This is an optimization exercise on Yosys and OpenROAD, whose aim is small area, not a production implementation. The RTL was checked by simulation tests, not by an equivalence proof against the original design. The clock port is modelled as an ideal driver; clocking choices that lean on that would not hold on a real chip. Power is estimated from default activity; no workload was simulated.

// cl_shell_top
module cl_shell_top
(
   input  logic                   clk_main_a0,
   input  logic                   sync_rst_n,        
   output logic                   ddr_rst_n,         
   output logic                   core_rst_n,        
   input  logic                   flr_assert,
   output logic                   flr_done,
   input  logic [NUM_STAT_CH-1:0] ctrl_ready,        
   input  logic                   ddr_c_ready,       
   output logic [NUM_DDR-1:0]     ddr_ready,
   input  logic [NUM_STAT_CH*STAT_REQ_W-1:0] stat_req_in,
   output logic [NUM_STAT_CH*STAT_REQ_W-1:0] stat_req_out,
   input  logic [NUM_STAT_CH*STAT_RSP_W-1:0] stat_rsp_in,
   output logic [NUM_STAT_CH*STAT_RSP_W-1:0] stat_rsp_out,
   input  logic [HOST_ID_W-1:0]   host_awid,
   input  logic [HOST_ID_W-1:0]   host_arid,
   output logic [HOST_ID_W-1:0]   host_bid,
   output logic [HOST_ID_W-1:0]   host_rid,
   output logic [CORE_ID_W-1:0]   core_awid,
   output logic [CORE_ID_W-1:0]   core_arid,
   input  logic [CORE_ID_W-1:0]   core_bid,
   input  logic [CORE_ID_W-1:0]   core_rid
);
Size in the first run: ~2000 flip-flops, roughly 42000 um^2 of cells after synthesis.
clock: 5.0 ns
lec_check: 0
cap_margin: 20
core_margin: 2
core_utilization: 70
place_density: 0.85
slew_margin: 20
standard.sh (not shown) runs the stock make flow with config.mk's settings and CLKGATE_MAP_FILE= SYNTH_SCRIPT=/design/flow/synth_recipe.tcl, a recipe that flattens the netlist after the stock synthesis.
==> flow/flow/run.sh <==
#!/bin/bash
set -o pipefail
W=$(pwd)
cp "$FLOW_SDC" "$W/flow_constraint.sdc"
echo "set_max_transition 0.115 -clock_path [all_clocks]" >> "$W/flow_constraint.sdc"
bash standard.sh SDC_FILE="$W/flow_constraint.sdc" BUFFER_PORTS_ARGS='-buffer_cell sky130_fd_sc_hd__buf_1' CTS_ARGS='-sink_clustering_enable -repair_clock_nets -dont_use_dummy_load -buf_list {sky130_fd_sc_hd__clkbuf_8} -sink_clustering_size 22 -sink_clustering_max_diameter 60' finish > make.log 2>&1
The baseline completed with no timing, DRC or antenna violations.
==> next run, changes <==
==> flow/flow/run.sh (replaced) <==
#!/bin/bash
# Standard ORFS layout with a smaller port buffer and a leaner clock tree.
# make's full output goes to make.log; each ORFS step logs under orfs/logs.
set -o pipefail
bash standard.sh BUFFER_PORTS_ARGS='-buffer_cell sky130_fd_sc_hd__buf_1' RECOVER_POWER=100 CTS_ARGS='-sink_clustering_enable -repair_clock_nets -dont_use_dummy_load -buf_list {sky130_fd_sc_hd__clkbuf_16} -sink_clustering_size 36 -sink_clustering_max_diameter 50' finish > make.log 2>&1
Settings changed: CORE_UTILIZATION 70 to 60, PLACE_DENSITY 0.85 to default.
Effect:
- clock skew goes down by 53 ps
- final cell count climbs by 4.9%
- wire length came out lower by 11%
- cell area increases by 3.9%
- global-route usage decreases by 4.0 points
- non-clock buffer count does not change
- setup slack gets worse by 10 ps
- synthesized area stays the same
- critical path depth stays the same
- total power increases by 11%

---

## run A
cl_shell_top again, from the RTL that the note above started with.
clock: 5.0 ns
lec_check: 0
cap_margin: 20
core_margin: 2
core_utilization: 70
place_density: 0.85
slew_margin: 20
==> flow/flow/run.sh <==
#!/bin/bash
# Standard ORFS layout with a smaller port buffer (buf_1), a leaner clock tree
# (buf_4 leaf buffers in small clusters, no dummy loads), and the output mask
# gates started at drive strength 1 (flow/pre_floorplan.tcl). make's full
# output goes to make.log; each ORFS step logs under orfs/logs.
set -o pipefail
W=$(pwd)
bash standard.sh PRE_FLOORPLAN_TCL="$W/flow/pre_floorplan.tcl" BUFFER_PORTS_ARGS='-buffer_cell sky130_fd_sc_hd__buf_1' CTS_ARGS='-sink_clustering_enable -repair_clock_nets -dont_use_dummy_load -buf_list {sky130_fd_sc_hd__buf_4} -sink_clustering_size 14 -sink_clustering_max_diameter 45' finish > make.log 2>&1
==> flow/flow/pre_floorplan.tcl <==
# Before floorplanning: synthesis maps the statistics output masks to
# drive-strength-2 cells, but each drives only its port buffer. Start them at
# drive strength 1; the resizer still sizes up any that need it.
foreach inst [get_cells *] {
  set m [get_property $inst ref_name]
  if {[regexp {^(sky130_fd_sc_hd__[a-z0-9]+)_2$} $m -> base] && ![string match *df* $base] && ![string match *clk* $base]} {
    replace_cell $inst ${base}_1
    puts "DOWNSIZE [get_full_name $inst] $m -> ${base}_1"
  }
}
Both conditions hold for run A: the flow ran to the end and the final layout passed the timing, design-rule and antenna checks.
[inputs] run B vs run A
- a change of CORE_UTILIZATION from 70 to 60
- a deleted PLACE_DENSITY that had been 0.85
==> flow/flow/run.sh <==
#!/bin/bash
# Standard ORFS layout with a smaller port buffer and a leaner clock tree.
# make's full output goes to make.log; each ORFS step logs under orfs/logs.
set -o pipefail
bash standard.sh BUFFER_PORTS_ARGS='-buffer_cell sky130_fd_sc_hd__buf_1' RECOVER_POWER=100 CTS_ARGS='-sink_clustering_enable -repair_clock_nets -dont_use_dummy_load -buf_list {sky130_fd_sc_hd__clkbuf_8} -sink_clustering_size 23 -sink_clustering_max_diameter 50' finish > make.log 2>&1
removed: flow/flow/pre_floorplan.tcl
### Flow results
Per the comparison of run B with run A, met3 track demand over resource in global routing -1.9 points, smallest setup slack after layout +220 ps, minimum clock period -220 ps, die area +10000 sq um. Run B vs run A, net switching power went down by 45 uW. In run B relative to run A, achievable frequency had gone up by a little under 10%. For the half-perimeter wire length after detailed placement, run B came in 7.3 mm lower than run A did. In run B, share of power burned in registers is lower than in run A.
For run C, these inputs were changed with respect to run B:
- CORE_UTILIZATION now 70, was 60
- PLACE_DENSITY now 0.85, previously not set
==> flow/flow/run.sh <==
#!/bin/bash
# Standard ORFS layout with a smaller port buffer and a leaner clock tree:
# TritonCTS builds the tree from clkbuf_8 without dummy loads, then
# flow/post_cts.tcl sizes each leaf buffer to the smallest clkbuf that meets
# a clock-pin slew target. make's full output goes to make.log; each ORFS
# step logs under orfs/logs.
set -o pipefail
W=$(pwd)
bash standard.sh LEAF_SLEW_TARGET=0.118 POST_CTS_TCL="$W/flow/post_cts.tcl" BUFFER_PORTS_ARGS='-buffer_cell sky130_fd_sc_hd__buf_1' CTS_ARGS='-sink_clustering_enable -repair_clock_nets -dont_use_dummy_load -buf_list {sky130_fd_sc_hd__clkbuf_8} -sink_clustering_size 28 -sink_clustering_max_diameter 70' finish > make.log 2>&1
==> flow/flow/post_cts.tcl (new file) <==
set leaf_sizes {sky130_fd_sc_hd__clkbuf_4 sky130_fd_sc_hd__clkbuf_8 sky130_fd_sc_hd__clkbuf_16}
set leaf_target $::env(LEAF_SLEW_TARGET)
estimate_parasitics -placement
proc leaf_worst_slew { net } {
  set w 0.0
  foreach pin [get_pins -of_objects $net -filter "direction==input"] {
    foreach e {rise fall} {
      set s [get_property $pin slew_max_$e]
      if {$s > $w} { set w $s }
    }
  }
  return $w
}
set n_changed 0
foreach net [get_nets clknet_leaf_*] {
  set drv [lindex [get_pins -of_objects $net -filter "direction==output"] 0]
  set inst [get_cells -of_objects $drv]
  set old [get_property $inst ref_name]
  set chosen ""
  foreach size $leaf_sizes {
    replace_cell $inst $size
    set w [leaf_worst_slew $net]
    if {$w < $leaf_target} { set chosen $size; break }
  }
  if {$chosen eq ""} { set chosen [lindex $leaf_sizes end] }
  if {$chosen ne $old} { incr n_changed }
  puts "LEAF [get_full_name $inst] $old -> $chosen [format %.4f $w]"
}
puts "LEAF resized $n_changed leaf buffers"
detailed_placement
check_placement -verbose
estimate_parasitics -placement
Run C: no failed stages, no open violations at the end. Proportion of layout cells with a drive suffix above 1 ended up 1.7 points lower on run C than on run B. Where final wirelength is concerned, run B is better than run C. Run B → run C: final cycle utilization of the critical path rose 0.97 points, cell internal power dissipation increased 2.2%. Run C does worse than run B on power. Summary of run C over run B: part of the Yosys area used for sequential elements closely matched the old numbers; number of global-route vias before repair increased by 1961 relative to the old numbers; met3 capacity usage during global routing increased by 0.19 points relative to the old numbers. In run C, the clock-buffer cell count came out about 37% below the value in run B. Area of the core region of run C falls short of that of run B by more than 10%.
## Diff of input files: run D against run C
==> flow/flow/run.sh <==
#!/bin/bash
# Standard ORFS layout with a smaller port buffer and a leaner clock tree.
# make's full output goes to make.log; each ORFS step logs under orfs/logs.
set -o pipefail
bash standard.sh BUFFER_PORTS_ARGS='-buffer_cell sky130_fd_sc_hd__buf_1' CTS_ARGS='-sink_clustering_enable -repair_clock_nets -dont_use_dummy_load -buf_list {sky130_fd_sc_hd__buf_6} -sink_clustering_size 19 -sink_clustering_max_diameter 55' finish > make.log 2>&1
removed: flow/flow/post_cts.tcl
Results
- Run D finished every stage and its layout cleared the timing, design-rule and antenna checks.
- There was hardly any difference in power in sequential cells between run D and run C.
- Post-layout minimum cycle time: run D vs run C down 180 ps
- Reported for run D and run C, number of clock sinks turned out identical to the last digit.
- Run D has mean number of vias per cell below what run C had.
- Summary of the comparison: clock-pin slew on the worst setup and hold paths is higher in run D, relative to run C.
- Run D vs. run C: worst ir drop on vdd decreased about 14%; power consumption now smaller.
- Run D against run C: area after synthesis did not really move, portion of the clock cycle consumed by the worst path in the final layout went down, arrival time at the worst endpoint went down.
- Looking at area of all placed cells without fillers, run D sits about 1.4% below run C.
## Diff of input files: run E against run D
- CORE_UTILIZATION changed from 70 to 60
- PLACE_DENSITY removed (was 0.85)
==> flow/flow/run.sh <==
#!/bin/bash
# Standard ORFS layout with a smaller port buffer and a leaner clock tree.
# make's full output goes to make.log; each ORFS step logs under orfs/logs.
set -o pipefail
bash standard.sh BUFFER_PORTS_ARGS='-buffer_cell sky130_fd_sc_hd__buf_1' RECOVER_POWER=100 CTS_ARGS='-sink_clustering_enable -repair_clock_nets -dont_use_dummy_load -buf_list {sky130_fd_sc_hd__clkbuf_4} -sink_clustering_size 11 -sink_clustering_max_diameter 40' finish > make.log 2>&1
## What came out
Run E vs run D: total power up slightly. [compare] base=run D new=run E: clock-pin slew on the worst setup and hold paths down 20 ps, relative contribution of combinational cells to total power rose by 0.6 points, clock power about even, transition at the pin with the smallest max-transition slack increased by 110 ps relative to the old numbers, global-route wire length before repair decreased by 4.3% relative to the old numbers. Compared with run D, in run E layout buffer count excluding clock buffers higher, standard-cell row count went up by 7, placer's final routability congestion estimate higher. Run E completed end to end with timing, DRC and antenna clean. On via count, run D beats run E.

## re-timing with driven ports
The flow's constraints put no driver on any port. The routed layouts listed below were extracted and timed again, unchanged, in two steps.
Step 1: set_driving_cell puts a clkbuf_16 on clk_main_a0 and a buf_2 on each other input, an assumption about the parent block.
Step 2 adds t to the input delays and takes it off the output delays; t is the mean of the earliest and latest rising clock arrival at the registers after step 1. Input paths then give back, and output paths get back, about the clock's delay inside the block.
a / b / c = ideal ports / drivers / drivers and shift; a / b = the first two.
run | shift t [ns] | setup WS [ns] | worst register clock-pin slew, ns | pins driven straight from the clock port
the first run of note 1 | 0.737 | 1.989 / 1.929 / 2.666 | 0.12 / 0.12 | 1
the second run of note 1 | 0.713 | 1.979 / 1.916 / 2.628 | 0.11 / 0.11 | 1
run A | 0.862 | 1.679 / 1.622 / 2.484 | 0.12 / 0.12 | 1
run B | 0.779 | 1.903 / 1.846 / 2.626 | 0.12 / 0.12 | 1
run C | 0.784 | 1.854 / 1.793 / 2.577 | 0.12 / 0.12 | 1
run D | 0.713 | 2.036 / 1.978 / 2.691 | 0.12 / 0.12 | 1
run E | 0.989 | 1.653 / 1.591 / 2.580 | 0.11 / 0.11 | 1
After both steps every run listed still meets setup and hold.
